Source: an optimization exercise on an open RTL-to-GDS flow (aim: small area and a short achievable clock period). Production flows keep margins and buffers that such runs may drop. No run shown here included a check of the RTL's function; only the layout flow was run. No activity file was given, so power comes from the tool's default toggle rates.

[design/flow/design.v]
package drive_pkg;
    localparam int OP_W       = 2;
    localparam int ENV_ADDR_W = 6;    
    localparam int LEN_W      = 4;    
    localparam int PHASE_W    = 8;    
    localparam int INST_W     = 12;
    localparam int PC_W       = 5;    
    localparam int AMP_W      = 8;
    localparam int IQ_SUM_W   = 10;   
    localparam int MAX_BANK   = 4;
    localparam int ENC_W      = 11;
endpackage
`timescale 1ns/1ps
import drive_pkg::*;
module drive_inst_fetch #(
    parameter int NUM_BANK = 4
) (
    input  logic                                    clk,
    input  logic                                    rst_i,
    input  logic                                    update_pc_i,
    input  logic [NUM_BANK-1:0]                     bank_wr_sel_i,
    input  logic                                    inst_wr_en_i,
    input  logic [drive_pkg::PC_W-1:0]              inst_wr_addr_i,
    input  logic [drive_pkg::INST_W-1:0]            inst_wr_data_i,
    output logic [NUM_BANK-1:0]                     play_o,
    output logic [NUM_BANK-1:0]                     rz_o,
    output logic [NUM_BANK*10-1:0]                  arg_o
);
    localparam int LIST_DEPTH = 1 << PC_W;
    logic [PC_W-1:0]  pc_q;
    logic [ENC_W-1:0] wr_enc;
    logic             wr_play;
    always_ff @(posedge clk) begin
        if (rst_i) begin
            pc_q <= '0;
        end else if (update_pc_i) begin
            pc_q <= pc_q + 1'b1;  
        end
    end
    assign wr_play = (inst_wr_data_i[11:10] == 2'd1);
    assign wr_enc  = {wr_play,
                      wr_play ? inst_wr_data_i[9] : (inst_wr_data_i[11:10] == 2'd2),
                      inst_wr_data_i[8:0]};
    genvar b;
    generate
        for (b = 0; b < NUM_BANK; b++) begin : g_list
            logic [ENC_W-1:0] list_mem [LIST_DEPTH];
            logic [ENC_W-1:0] word;
            logic             play_q;
            logic             rz_q;
            logic [9:0]       arg_q;
            always_ff @(posedge clk) begin
                if (inst_wr_en_i && bank_wr_sel_i[b]) begin
                    list_mem[inst_wr_addr_i] <= wr_enc;
                end
            end
            assign word = list_mem[pc_q];
            always_ff @(posedge clk) begin
                if (rst_i || !update_pc_i) begin
                    play_q <= 1'b0;
                    rz_q   <= 1'b0;
                end else begin
                    play_q <= word[10];
                    rz_q   <= ~word[10] & word[9];
                end
                arg_q <= word[9:0];
            end
            assign play_o[b] = play_q;
            assign rz_o[b]   = rz_q;
            assign arg_o[b*10 +: 10] = arg_q;
        end
    endgenerate
endmodule
`timescale 1ns/1ps
import drive_pkg::*;
module drive_sequencer (
    input  logic                                clk,
    input  logic                                rst_i,
    input  logic                                play_i,
    input  logic                                rz_i,
    input  logic [9:0]                          arg_i,
    output logic                                busy_o,
    output logic [drive_pkg::ENV_ADDR_W-1:0]    rd_addr_o,
    output logic [1:0]                          quadrant_o
);
    logic                   busy_q;
    logic [LEN_W-1:0]       remain_q;
    logic [ENV_ADDR_W-1:0]  addr_q;
    logic [1:0]             quad_q;
    logic [PHASE_W-1:0]     phase_q;
    always_ff @(posedge clk) begin
        if (rst_i) begin
            phase_q <= '0;
        end else if (rz_i && !busy_q) begin
            phase_q <= phase_q + arg_i[PHASE_W-1:0];  
        end
    end
    always_ff @(posedge clk) begin
        if (rst_i) begin
            busy_q <= 1'b0;
        end else if (busy_q) begin
            busy_q <= (remain_q != '0);
        end else begin
            busy_q <= play_i;
        end
    end
    always_ff @(posedge clk) begin
        if (busy_q) begin
            remain_q <= remain_q - 1'b1;
            addr_q   <= addr_q + 1'b1;
        end else begin
            remain_q <= arg_i[LEN_W-1:0];
            addr_q   <= arg_i[LEN_W +: ENV_ADDR_W];
            quad_q   <= phase_q[PHASE_W-1 -: 2];
        end
    end
    assign busy_o     = busy_q;
    assign rd_addr_o  = addr_q;
    assign quadrant_o = quad_q;
endmodule
`timescale 1ns/1ps
import drive_pkg::*;
module drive_iq_modulator (
    input  logic                                clk,
    input  logic                                rst_i,
    input  logic                                env_wr_en_i,
    input  logic [drive_pkg::ENV_ADDR_W-1:0]    env_wr_addr_i,
    input  logic [drive_pkg::AMP_W-1:0]         env_wr_data_i,
    input  logic                                rd_valid_i,
    input  logic [drive_pkg::ENV_ADDR_W-1:0]    rd_addr_i,
    input  logic [1:0]                          quadrant_i,
    output logic                                to_i_o,
    output logic                                to_q_o,
    output logic [drive_pkg::AMP_W-1:0]         val_o
);
    localparam int ENV_DEPTH = 1 << ENV_ADDR_W;
    logic [AMP_W-1:0] env_mem [ENV_DEPTH];
    logic [AMP_W-1:0] sample;
    always_ff @(posedge clk) begin
        if (env_wr_en_i) begin
            env_mem[env_wr_addr_i] <= env_wr_data_i;
        end
    end
    assign sample = env_mem[rd_addr_i];
    always_ff @(posedge clk) begin
        if (rst_i) begin
            to_i_o <= 1'b0;
            to_q_o <= 1'b0;
        end else begin
            to_i_o <= rd_valid_i & ~quadrant_i[0];
            to_q_o <= rd_valid_i &  quadrant_i[0];
        end
        val_o <= quadrant_i[1] ? -sample : sample;
    end
endmodule
`timescale 1ns/1ps
import drive_pkg::*;
module drive_bank_sum #(
    parameter int NUM_BANK = 4
) (
    input  logic                                    clk,
    input  logic                                    rst_i,
    input  logic [NUM_BANK-1:0]                     to_i_i,
    input  logic [NUM_BANK-1:0]                     to_q_i,
    input  logic [NUM_BANK*drive_pkg::AMP_W-1:0]    val_i,
    output logic                                    valid_o,
    output logic [drive_pkg::IQ_SUM_W-1:0]          i_o,
    output logic [drive_pkg::IQ_SUM_W-1:0]          q_o
);
    logic signed [IQ_SUM_W-1:0] i_acc;
    logic signed [IQ_SUM_W-1:0] q_acc;
    always_comb begin
        logic signed [AMP_W-1:0] v;
        i_acc = '0;
        q_acc = '0;
        for (int b = 0; b < NUM_BANK; b++) begin
            v = val_i[b*AMP_W +: AMP_W];
            i_acc = i_acc + (to_i_i[b] ? IQ_SUM_W'(v) : '0);  
            q_acc = q_acc + (to_q_i[b] ? IQ_SUM_W'(v) : '0);
        end
    end
    always_ff @(posedge clk) begin
        if (rst_i) begin
            valid_o <= 1'b0;
            i_o     <= '0;
            q_o     <= '0;
        end else begin
            valid_o <= |(to_i_i | to_q_i);
            i_o     <= i_acc;
            q_o     <= q_acc;
        end
    end
endmodule
`timescale 1ns/1ps
import drive_pkg::*;
module drive_datapath #(
    parameter int NUM_BANK = 4
) (
    input  logic                                clk,
    input  logic                                rst_i,
    input  logic                                update_pc_i,
    input  logic [NUM_BANK-1:0]                 bank_wr_sel_i,
    input  logic                                inst_wr_en_i,
    input  logic [drive_pkg::PC_W-1:0]          inst_wr_addr_i,
    input  logic [drive_pkg::INST_W-1:0]        inst_wr_data_i,
    input  logic                                env_wr_en_i,
    input  logic [drive_pkg::ENV_ADDR_W-1:0]    env_wr_addr_i,
    input  logic [drive_pkg::AMP_W-1:0]         env_wr_data_i,
    output logic [NUM_BANK-1:0]                 bank_busy_o,
    output logic                                valid_o,
    output logic [drive_pkg::IQ_SUM_W-1:0]      i_o,
    output logic [drive_pkg::IQ_SUM_W-1:0]      q_o
);
    logic [NUM_BANK-1:0]        play;
    logic [NUM_BANK-1:0]        rz;
    logic [NUM_BANK*10-1:0]     arg;
    logic [NUM_BANK-1:0]        to_i;
    logic [NUM_BANK-1:0]        to_q;
    logic [NUM_BANK*AMP_W-1:0]  val;
    drive_inst_fetch #(
        .NUM_BANK(NUM_BANK)
    ) u_fetch (
        .clk(clk),
        .rst_i(rst_i),
        .update_pc_i(update_pc_i),
        .bank_wr_sel_i(bank_wr_sel_i),
        .inst_wr_en_i(inst_wr_en_i),
        .inst_wr_addr_i(inst_wr_addr_i),
        .inst_wr_data_i(inst_wr_data_i),
        .play_o(play),
        .rz_o(rz),
        .arg_o(arg)
    );
    genvar b;
    generate
        for (b = 0; b < NUM_BANK; b++) begin : g_bank
            logic [ENV_ADDR_W-1:0]  rd_addr;
            logic [1:0]             quadrant;
            drive_sequencer u_seq (
                .clk(clk),
                .rst_i(rst_i),
                .play_i(play[b]),
                .rz_i(rz[b]),
                .arg_i(arg[b*10 +: 10]),
                .busy_o(bank_busy_o[b]),
                .rd_addr_o(rd_addr),
                .quadrant_o(quadrant)
            );
            drive_iq_modulator u_mod (
                .clk(clk),
                .rst_i(rst_i),
                .env_wr_en_i(env_wr_en_i & bank_wr_sel_i[b]),
                .env_wr_addr_i(env_wr_addr_i),
                .env_wr_data_i(env_wr_data_i),
                .rd_valid_i(bank_busy_o[b]),
                .rd_addr_i(rd_addr),
                .quadrant_i(quadrant),
                .to_i_o(to_i[b]),
                .to_q_o(to_q[b]),
                .val_o(val[b*AMP_W +: AMP_W])
            );
        end
    endgenerate
    drive_bank_sum #(
        .NUM_BANK(NUM_BANK)
    ) u_sum (
        .clk(clk),
        .rst_i(rst_i),
        .to_i_i(to_i),
        .to_q_i(to_q),
        .val_i(val),
        .valid_o(valid_o),
        .i_o(i_o),
        .q_o(q_o)
    );
endmodule
[design/flow/run.sh]
#!/bin/bash
# synth_recipe.tcl (not shown) runs the flow's synth.tcl, then flattens the netlist and writes it again
# the make line also repeats each setting of config.mk as NAME=value (left out here)
make -C /OpenROAD-flow-scripts/flow DESIGN_CONFIG=/design/flow/config.mk WORK_HOME=/design/flow/orfs CLKGATE_MAP_FILE= SYNTH_SCRIPT=/design/flow/synth_recipe.tcl finish
[design/flow/config.mk]
export PLATFORM = sky130hd
export DESIGN_NAME = drive_datapath
export DESIGN_NICKNAME = drive_datapath
export VERILOG_FILES = /design/flow/design.v
export SDC_FILE = /design/flow/constraint.sdc
export NUM_CORES = 4
export LEC_CHECK = 0
export CAP_MARGIN = 20
export CORE_MARGIN = 2
export CORE_UTILIZATION = 50
export PLACE_DENSITY = 0.65
export SETUP_SLACK_MARGIN = 4.3
export SLEW_MARGIN = 20
[design/flow/constraint.sdc]
create_clock -name core_clock -period 7.0 [get_ports {clk}]
set_input_delay 1.4000 -clock core_clock [delete_from_list [all_inputs] [get_ports {clk}]]
set_output_delay 1.4000 -clock core_clock [all_outputs]
set_load 0.01 [all_outputs]
==> results of run 1 <==
area by class of cell:
class	instances	share of cell area, %
clock buffer	446	5.65
sequential	3659	62.8
inverter	111	0.246
tap	3762	2.74
multi-input combinational	2918	22.3
clock inverter	228	1.49
timing repair buffer	599	4.79
antenna	8	0.0116
logic make-up after synthesis:
logic type               Yosys count  share of synthesized area, %
buffers and inverters            490                          1.62
multiplexers                    1214                          15.7
AND/OR/NAND/NOR                  955                          2.89
AO/OA/AOI/OAI                    563                          2.75
flip-flops                      3659                          75.4
adder cells (fa/ha/maj)          101                          1.08
XOR/XNOR                          80                         0.490
per-layer routing:
layer / up-vias / share of wire [%]
met3: 791 / 9.1
met5: - / 0.013
li1: 30100 / -
met2: 4314 / 48
met4: 8 / 5.3
met1: 39200 / 38
sequential cells by signal, indices dropped and copies added, names as in the netlist, 11 cells and up, named ones only:
| register | count |
|---|---|
| u_fetch.g_list.arg_q | 40 |
| g_bank.u_seq.phase_q | 32 |
| g_bank.u_mod.val_o | 32 |
| g_bank.u_mod.env_mem | 2048 |
| g_bank.rd_addr | 13 |
| g_bank.u_seq.addr_q | 11 |
| g_bank.u_seq.remain_q | 16 |
| u_fetch.g_list.list_mem | 1408 |
cell usage after synthesis (17+ instances only):
| library cell | number |
|---|---|
| o221ai_1 | 98 |
| mux4_2 | 783 |
| inv_1 | 107 |
| dfxtp_1 | 195 |
| ha_1 | 63 |
| a22oi_1 | 33 |
| nor2_1 | 484 |
| clkbuf_1 | 191 |
| nand2_1 | 265 |
| buf_4 | 22 |
| o21ai_0 | 75 |
| buf_1 | 66 |
| mux4_1 | 29 |
| a221oi_1 | 67 |
| nor2b_1 | 51 |
| mux2i_1 | 331 |
| buf_6 | 25 |
| fa_1 | 38 |
| xnor2_1 | 53 |
| a211oi_1 | 41 |
| edfxtp_1 | 3464 |
| mux2_2 | 71 |
| xor2_1 | 27 |
| and2_1 | 55 |
| nor3b_1 | 17 |
| buf_2 | 67 |
| a21oi_1 | 150 |
| a22o_1 | 21 |
worst max-delay path, cell delays in order (launching register included):
cell and delay (ns):
dfxtp_4 0.37, and2_4 0.14, fa_1 0.52, inv_1 0.05, fa_1 0.49, inv_2 0.05, ha_4 0.15, inv_2 0.05
fa_2 0.20, nor2b_2 0.06, o21ai_2 0.16, a21boi_2 0.09, o21ai_2 0.18, a21oi_2 0.08, o21a_1 0.17, or3_1 0.36
a21oi_2 0.20
stage by stage:
stage / total power [W] / instances / hold WS [ns]
finish: 0.0512 / 11700 / 0.458
global route: 0.0525 / 11700 / 0.470
CTS: 0.0510 / 11600 / 0.460
detailed placement: 0.0297 / 10600 / 0.443
global placement: 0.0297 / 10600 / 0.432
floorplan: 0.0279 / 7062 / 0.407
worst max-delay path by stage:
| stage | from | endpoint | slack (ns) | cells past startpoint |
|---|---|---|---|---|
| 2_1_floorplan | inst_wr_data_i[10] | u_fetch.g_list[0].list_mem[0][9] | 3.29 | 3 |
| 3_3_place_gp | env_wr_en_i | g_bank[0].u_mod.env_mem[46][1] | 2.40 | 4 |
| 3_5_place_dp | env_wr_en_i | g_bank[0].u_mod.env_mem[43][4] | 2.31 | 4 |
| 4_1_cts | g_bank[1].u_mod.to_q_o | u_sum.q_o[9] | 3.55 | 16 |
| 5_1_grt | g_bank[1].u_mod.to_q_o | u_sum.q_o[9] | 3.49 | 16 |
| 6_report | g_bank[1].u_mod.to_q_o | u_sum.q_o[9] | 3.58 | 16 |
what timing repair did:
| action | 4_1_cts | 5_1_grt |
|---|---|---|
| setup endpoints to repair | 3779 | 1890 |
| cloned | 46 | 5 |
| pin swaps | 137 | 194 |
| gates resized for setup | 1330 | 231 |
| buffers inserted | 261 | 132 |
power by group:
part | switching [W] | internal [W]
logic | 0.00368 | 0.00286
clock network | 0.00846 | 0.0116
registers | 0.000300 | 0.0242
total | 0.0124 | 0.0387
==> impl_metrics.json, run 1 <==
{
  "initial_utilization_pct": 50.2,
  "rr_endpoint": "u_sum.q_o[9]",
  "grt_pass1_vias": 73300,
  "path_class": "flip-flop to flip-flop",
  "reg2reg_depth": 16,
  "antenna_found_initial": 13,
  "fin_tns_setup_ns": 0,
  "synth_nets": 7203,
  "required_ns": 7.85,
  "syn_area_mm2": 0.143,
  "clock_sinks": 3659,
  "detail_route.wl_per_cell_um": 34.3,
  "cts_tree": "yes",
  "multi_input_area_mm2": 0.0384,
  "synthTopCellsByArea": "edfxtp_1 73%, mux4_2 12%, dfxtp_1 2.7%",
  "synthArstFlopShare_pct": 0,
  "power.density_mw_per_mm2": 297,
  "regToRegStartpoint": "g_bank[1].u_mod.to_q_o",
  "grt_max_degree": 153,
  "fp.coreArea_mm2": 0.285,
  "worstMarginPinSlew_ns": 1.14,
  "finalMaxSlewViolations": 0,
  "r2r_slack_ns": 3.58,
  "clk_pin_slew_ns": 0.06,
  "final_cell_mix": "3464 x edfxtp_1, 798 x mux4_2, 374 x clkbuf_16",
  "grt_pass1_wl_um": 563000,
  "yosysTopAreaCell": "edfxtp_1",
  "final.setup.worst_slack_ns": 3.58,
  "synth_edf_count": 3464,
  "die-area_mm2": 0.290,
  "fillers": 19500,
  "grt_overflow": 0,
  "die_y_um": 539,
  "die_x_um": 539,
  "ys_seq_area_share_pct": 75.4,
  "vdd_ir_drop_max_uv": 410,
  "yosys_warnings": 4,
  "timing.final.crit_share_pct": 48.9,
  "drive_above_1_share_pct": 36.4,
  "gr-usage-met2_pct": 42.9,
  "syn-mean-instance-area_um2": 20.3,
  "syn-instance-count": 7062,
  "skew_ns": 0.0381,
  "min_to": "g_bank[0].u_seq.quad_q[0]",
  "yosysTopAreaCellShare_pct": 72.7,
  "synth_seq_cells": 3659,
  "dr.pass1.iters": 6,
  "holdCritStartpoint": "g_bank[0].u_seq.phase_q[6]",
  "busiest_layer": "met2",
  "seq_area_mm2": 0.108,
  "pin_count": 65,
  "vias": 74400,
  "wl_um": 403000,
  "cts_buffers": 364,
  "drv_cap": 0,
  "drtIter0Drc": 10200,
  "post-route-drc-count": 0,
  "cts-hold-fix-buffers": 0,
  "fin_util_pct": 60.4,
  "worstPathMaxFanout": 5,
  "place_area_mm2": 0.148,
  "placementRows": 196,
  "dp_hpwl_um": 230000,
  "preCtsSetupSlack_ns": 2.31,
  "h-tree-depth": 5,
  "layout_min_cycle_time_ns": 3.42,
  "nNetsFinal": 7794,
  "synth_ff_type": "edfxtp_1",
  "use_met1_pct": 37.5,
  "grt_util_met3_pct": 4.87,
  "yosysUniqueCellTypes": 72,
  "start_kind": "flip-flop",
  "timing.fmax_mhz": 292,
  "worst_hold_path_type": "flip-flop to flip-flop",
  "rsz0062_at_grt": "true",
  "vias_per_cell": 6.34,
  "layout_commonest_cell": "edfxtp_1",
  "stdcell_area_mm2": 0.172,
  "worstPathArrival_ns": 4.28,
  "hold_depth": 0,
  "clock_path_buffers": 4,
  "finalSetupViolCount": 0,
  "place_congestion": 0.907,
  "clk_latency_ns": 0.94,
  "end_kind": "flip-flop",
  "ant_nets": 0,
  "cts_root_buf": "clkbuf_16",
  "grt_usage_pct": 27.3,
  "status": "no timing/DRC/antenna violations",
  "finalHoldViolCount": 0,
  "areaGrowthSynthToFinish_pct": 20.3,
  "portBuffers": 64,
  "leakagePower_nw": 54.9,
  "slew_headroom_pct": 24.3
}
==> run 2, diff against run 1 <==
--- a/design/flow/design.v
+++ b/design/flow/design.v
@@ -81,8 +81,10 @@
     input  logic [9:0]                          arg_i,
     output logic                                busy_o,
+    output logic                                busy_out_o,
     output logic [drive_pkg::ENV_ADDR_W-1:0]    rd_addr_o,
     output logic [1:0]                          quadrant_o
 );
     logic                   busy_q;
+    logic                   busy_out_q;
     logic [LEN_W-1:0]       remain_q;
     logic [ENV_ADDR_W-1:0]  addr_q;
@@ -104,4 +106,7 @@
             busy_q <= play_i;
         end
+    end
+    always_ff @(posedge clk) begin
+        busy_out_q <= ~rst_i & (busy_q ? |remain_q : play_i);
     end
     always_ff @(posedge clk) begin
@@ -116,4 +121,5 @@
     end
     assign busy_o     = busy_q;
+    assign busy_out_o = busy_out_q;
     assign rd_addr_o  = addr_q;
     assign quadrant_o = quad_q;
@@ -168,15 +174,34 @@
     output logic [drive_pkg::IQ_SUM_W-1:0]          q_o
 );
-    logic signed [IQ_SUM_W-1:0] i_acc;
-    logic signed [IQ_SUM_W-1:0] q_acc;
+    logic [IQ_SUM_W-1:0] i_acc;
+    logic [IQ_SUM_W-1:0] q_acc;
+    function automatic logic [IQ_SUM_W-1:0] sum4(input logic [4*AMP_W-1:0] op);
+        logic [AMP_W-1:0] a, b, c, d;
+        logic [AMP_W-1:0] s1, c1;
+        logic [AMP_W:0]   s2, c2, x;
+        a = op[0*AMP_W +: AMP_W];
+        b = op[1*AMP_W +: AMP_W];
+        c = op[2*AMP_W +: AMP_W];
+        d = op[3*AMP_W +: AMP_W];
+        s1 = a ^ b ^ c;
+        c1 = (a & b) | (a & c) | (b & c);
+        x  = {c1, 1'b0};
+        s2 = {1'b0, s1} ^ x ^ {1'b0, d};
+        c2 = ({1'b0, s1} & x) | ({1'b0, s1} & {1'b0, d}) | (x & {1'b0, d});
+        sum4 = IQ_SUM_W'(s2) + IQ_SUM_W'({c2, 1'b0});
+    endfunction
     always_comb begin
-        logic signed [AMP_W-1:0] v;
-        i_acc = '0;
-        q_acc = '0;
+        logic [4*AMP_W-1:0] i_ops;
+        logic [4*AMP_W-1:0] q_ops;
+        logic [AMP_W-1:0]   v;
         for (int b = 0; b < NUM_BANK; b++) begin
             v = val_i[b*AMP_W +: AMP_W];
-            i_acc = i_acc + (to_i_i[b] ? IQ_SUM_W'(v) : '0);  
-            q_acc = q_acc + (to_q_i[b] ? IQ_SUM_W'(v) : '0);
-        end
+            i_ops[b*AMP_W +: AMP_W] = {~(to_i_i[b] & v[AMP_W-1]), v[AMP_W-2:0] & {(AMP_W-1){to_i_i[b]}}};
+            q_ops[b*AMP_W +: AMP_W] = {~(to_q_i[b] & v[AMP_W-1]), v[AMP_W-2:0] & {(AMP_W-1){to_q_i[b]}}};
+        end
+        i_acc = sum4(i_ops);
+        q_acc = sum4(q_ops);
+        i_acc[IQ_SUM_W-1] = ~i_acc[IQ_SUM_W-1];
+        q_acc[IQ_SUM_W-1] = ~q_acc[IQ_SUM_W-1];
     end
     always_ff @(posedge clk) begin
@@ -237,4 +262,5 @@
             logic [ENV_ADDR_W-1:0]  rd_addr;
             logic [1:0]             quadrant;
+            logic                   busy;
             drive_sequencer u_seq (
                 .clk(clk),
@@ -243,5 +269,6 @@
                 .rz_i(rz[b]),
                 .arg_i(arg[b*10 +: 10]),
-                .busy_o(bank_busy_o[b]),
+                .busy_o(busy),
+                .busy_out_o(bank_busy_o[b]),
                 .rd_addr_o(rd_addr),
                 .quadrant_o(quadrant)
@@ -253,5 +280,5 @@
                 .env_wr_addr_i(env_wr_addr_i),
                 .env_wr_data_i(env_wr_data_i),
-                .rd_valid_i(bank_busy_o[b]),
+                .rd_valid_i(busy),
                 .rd_addr_i(rd_addr),
                 .quadrant_i(quadrant),
--- a/design/flow/config.mk
+++ b/design/flow/config.mk
@@ -8,6 +8,8 @@
 export CAP_MARGIN = 20
 export CORE_MARGIN = 2
-export CORE_UTILIZATION = 50
-export PLACE_DENSITY = 0.65
-export SETUP_SLACK_MARGIN = 4.3
+export CORE_UTILIZATION = 60
+export CTS_CLUSTER_DIAMETER = 80
+export CTS_CLUSTER_SIZE = 30
+export PLACE_DENSITY = 0.72
+export SETUP_SLACK_MARGIN = 4.2
 export SLEW_MARGIN = 20
==> run 2 against run 1 <==
  * Critical path type unchanged
  * First-iteration DRC count fell by 4.0%
  * Sequential share of layout area up 4.0 points
  * Fmax rose by 0.82%
  * Largest power group unchanged
  * Critical endpoint is now u_sum.i_o[8]
  * Synthesized cell count is 1.2% higher
  * Combinational power is 3.4% lower
  * Largest cell class unchanged
==> impl_metrics.json, run 2 <==
{
  "clk_latency_ns": 0.87,
  "ys_seq_area_share_pct": 75.2,
  "timing.fmax_mhz": 294,
  "synth_nets": 7284,
  "cts_root_buf": "clkbuf_16",
  "worstPathMaxFanout": 5,
  "syn-mean-instance-area_um2": 20.1,
  "clock_path_buffers": 3,
  "grt_overflow": 0,
  "timing.final.crit_share_pct": 48.5,
  "yosysUniqueCellTypes": 88,
  "finalSetupViolCount": 0,
  "die-area_mm2": 0.243,
  "fin_util_pct": 68.0,
  "vdd_ir_drop_max_uv": 217,
  "yosysMostFrequentCell": "edfxtp_1",
  "path_class": "flip-flop to flip-flop",
  "slew_headroom_pct": 24.0,
  "skew_ns": 0.0525,
  "cts_buffers": 148,
  "largest_register_ffs": 2048,
  "hold_depth": 2,
  "die_x_um": 493,
  "cts_tree": "yes",
  "regMostFlops": "g_bank.u_mod.env_mem",
  "place_congestion": 0.900,
  "die_y_um": 493,
  "synthArstFlopShare_pct": 0,
  "ant_nets": 0,
  "grt_max_degree": 155,
  "netlist_top_cells_count": "3464 x edfxtp_1, 770 x mux4_2, 492 x nor2_1, 354 x mux2i_1, 277 x nand2_1",
  "finalMaxSlewViolations": 0,
  "wl_um": 372000,
  "max_stage_delay_ns": 0.54,
  "drtIter0Drc": 9785,
  "status": "no timing/DRC/antenna violations",
  "required_ns": 7.73,
  "drv_cap": 0,
  "layout_commonest_cell": "edfxtp_1",
  "layout_min_cycle_time_ns": 3.40,
  "fp.coreArea_mm2": 0.238,
  "preCtsSetupSlack_ns": 2.24,
  "initial_utilization_pct": 60.3,
  "pin_count": 65,
  "worstPathArrival_ns": 4.12,
  "reg2reg_depth": 14,
  "synthTopCellsByArea": "edfxtp_1 72%, mux4_2 12%, dfxtp_1 2.8%",
  "nNetsFinal": 7547,
  "syn_area_mm2": 0.144,
  "final_cell_mix": "3464 x edfxtp_1, 781 x mux4_2, 352 x nor2_4",
  "fillers": 14400,
  "end_kind": "flip-flop",
  "grt_pass1_wl_um": 522000,
  "clock_sinks": 3663,
  "placementRows": 179,
  "path_cells": "and2_4, fa_1, inv_1, fa_1, inv_1, ha_1, a21o_1, a21oi_2, o21bai_2, a21oi_2, o21bai_1, a21oi_2, xor2_2, nor2_1",
  "start_kind": "flip-flop",
  "vias": 72500,
  "reg_top3": "g_bank.u_mod.env_mem x2048, u_fetch.g_list.list_mem x1408, u_fetch.g_list.arg_q x40",
  "power.density_mw_per_mm2": 259,
  "antenna_found_initial": 11,
  "worstMarginPinSlew_ns": 1.14,
  "drive_above_1_share_pct": 31.3,
  "syn-instance-count": 7149,
  "yosys_warnings": 4,
  "synth_ff_type": "edfxtp_1",
  "worst_hold_path_type": "flip-flop to flip-flop",
  "finalPower_w": 0.0419,
  "grt_pass1_vias": 70600,
  "rsz0062_at_grt": "true",
  "vias_per_cell": 6.79,
  "grt_usage_pct": 30.3,
  "portBuffers": 64,
  "synth_seq_cells": 3663,
  "areaGrowthSynthToFinish_pct": 12.7,
  "fin_tns_setup_ns": 0,
  "finalHoldViolCount": 0,
  "post-route-drc-count": 0,
  "detail_route.wl_per_cell_um": 34.8,
  "dr.pass1.iters": 9,
  "yosysTopAreaCell": "edfxtp_1",
  "dp_hpwl_um": 215000,
  "crit_slowest_cell": "fa_1",
  "clk_pin_slew_ns": 0.11,
  "final.setup.worst_slack_ns": 3.60,
  "synth_edf_count": 3464,
  "yosysTopAreaCellShare_pct": 72.4,
  "cpMostUsedCell": "a21oi_2",
  "h-tree-depth": 4,
  "leakagePower_nw": 50.4
}
## run 2: changes by cell type after synthesis, moves of 9 or more
cell	delta
o221ai_1	-33
mux2_2	+14
a21oi_1	+11
o22ai_1	+31
mux2i_1	+23
mux4_2	-13
a22o_1	-10
a22oi_1	-20
clkbuf_1	-31
buf_4	+12
nand2_1	+12
buf_6	+10
o21ai_0	+14
a221oi_1	-9
## run 2: cell type report
cell class | count | area, um2 | area share [%]
diodes | 6 | 15.0 | 0.00928
clock buffers | 223 | 4260 | 2.63
clock inverters | 30 | 423 | 0.261
inverters | 106 | 424 | 0.262
multi-input cells | 2999 | 38000 | 23.5
flip-flops and latches | 3663 | 108000 | 66.8
well taps | 3167 | 3960 | 2.45
repair buffers | 494 | 6650 | 4.11
## run 2: power by group
group | switching (W) | internal, W | leakage, nW
Sequential | 0.000327 | 0.0242 | 32.6
Clock | 0.00648 | 0.00451 | 2.25
Combinational | 0.00359 | 0.00272 | 15.5
Total | 0.0104 | 0.0315 | 50.4
## run 2: per-layer routing
| layer | vias to the layer above | global-route usage [%] | part of all wire [%] |
|---|---|---|---|
| met2 | 4344 | 47.3 | 48 |
| met5 | - | 0 | 0.0027 |
| li1 | 29400 | - | - |
| met1 | 38100 | 42.9 | 37 |
| met4 | 2 | 13.6 | 5.6 |
| met3 | 690 | 4.94 | 10 |
## run 2: final timing paths
path,slack [ns],startpoint,endpoint
max,3.60,g_bank[2].u_mod.to_i_o,u_sum.i_o[8]
min reg2reg,0.46,g_bank[1].u_seq.phase_q[3],g_bank[1].u_seq.phase_q[3]
max reg2reg,3.60,g_bank[2].u_mod.to_i_o,u_sum.i_o[8]
min,0.46,g_bank[1].u_seq.phase_q[3],g_bank[1].u_seq.phase_q[3]
## run 2: cells by family after synthesis
logic type	Yosys count	share of synthesized area [%]
AO/OA/AOI/OAI	590	2.82
multiplexers	1237	15.7
buffers and inverters	489	1.73
XOR/XNOR	78	0.476
AND/OR/NAND/NOR	997	3.05
adder cells (fa/ha/maj)	95	1.02
flip-flops	3663	75.2
## run 2: repair_timing
| action | 4_1_cts | 5_1_grt |
|---|---|---|
| setup endpoints to repair | 3761 | 2898 |
| cloned | 33 | 12 |
| hold buffers | 0 | 0 |
| pin swaps | 88 | 138 |
| gates resized for setup | 1114 | 330 |
| buffers inserted | 175 | 115 |
## run 2: stage by stage
| step | area (um2) | std cells | hold slack (ns) |
|---|---|---|---|
| after floorplan | 144000 | 7149 | 0.401 |
| after global placement | 148000 | 10100 | 0.433 |
| after detailed placement | 148000 | 10100 | 0.448 |
| after CTS | 159000 | 10600 | 0.464 |
| after global routing | 162000 | 10700 | 0.490 |
| final | 162000 | 10700 | 0.461 |
## run 2: critical path, delay by kind of cell, from the launching register on
family          cells  cell delay, ns
compound gates      6            0.93
xor+xnor            1            0.28
fa+ha+maj           3            1.32
buf+inv             2            0.10
flops               1            0.38
simple gates        2            0.25

afterwards: timing with drivers on the ports:
How much do the figures lean on ideal ports? The routed layouts below were timed once more, with nothing changed but the port constraints.
Step 1 assumes that a clkbuf_16 drives the clock port and a buf_2 every other input.
Step 2 moves the port delays by t, midway between the first and last clock arrival at a register: inputs arrive t later, outputs are due t later. That takes back most of the time a late clock gives input paths.
Slacks: ideal / step 1 / step 2; pairs: ideal / step 1.
| run | shift t [ns] | slack for setup (ns) | worst setup path after step 2 | worst data-port slew with drivers (ns) |
|---|---|---|---|---|
| run 1 | 1.021 | 3.576 / 3.576 / 3.153 | input to register | 0.15 |
| run 2 | 0.944 | 3.604 / 3.604 / 3.178 | input to register | 0.14 |
After both steps setup and hold are still met in every run listed. For run 2, which loses most, drivers alone change the setup slack by 0.000 ns; drivers and shift together by -0.426 ns.
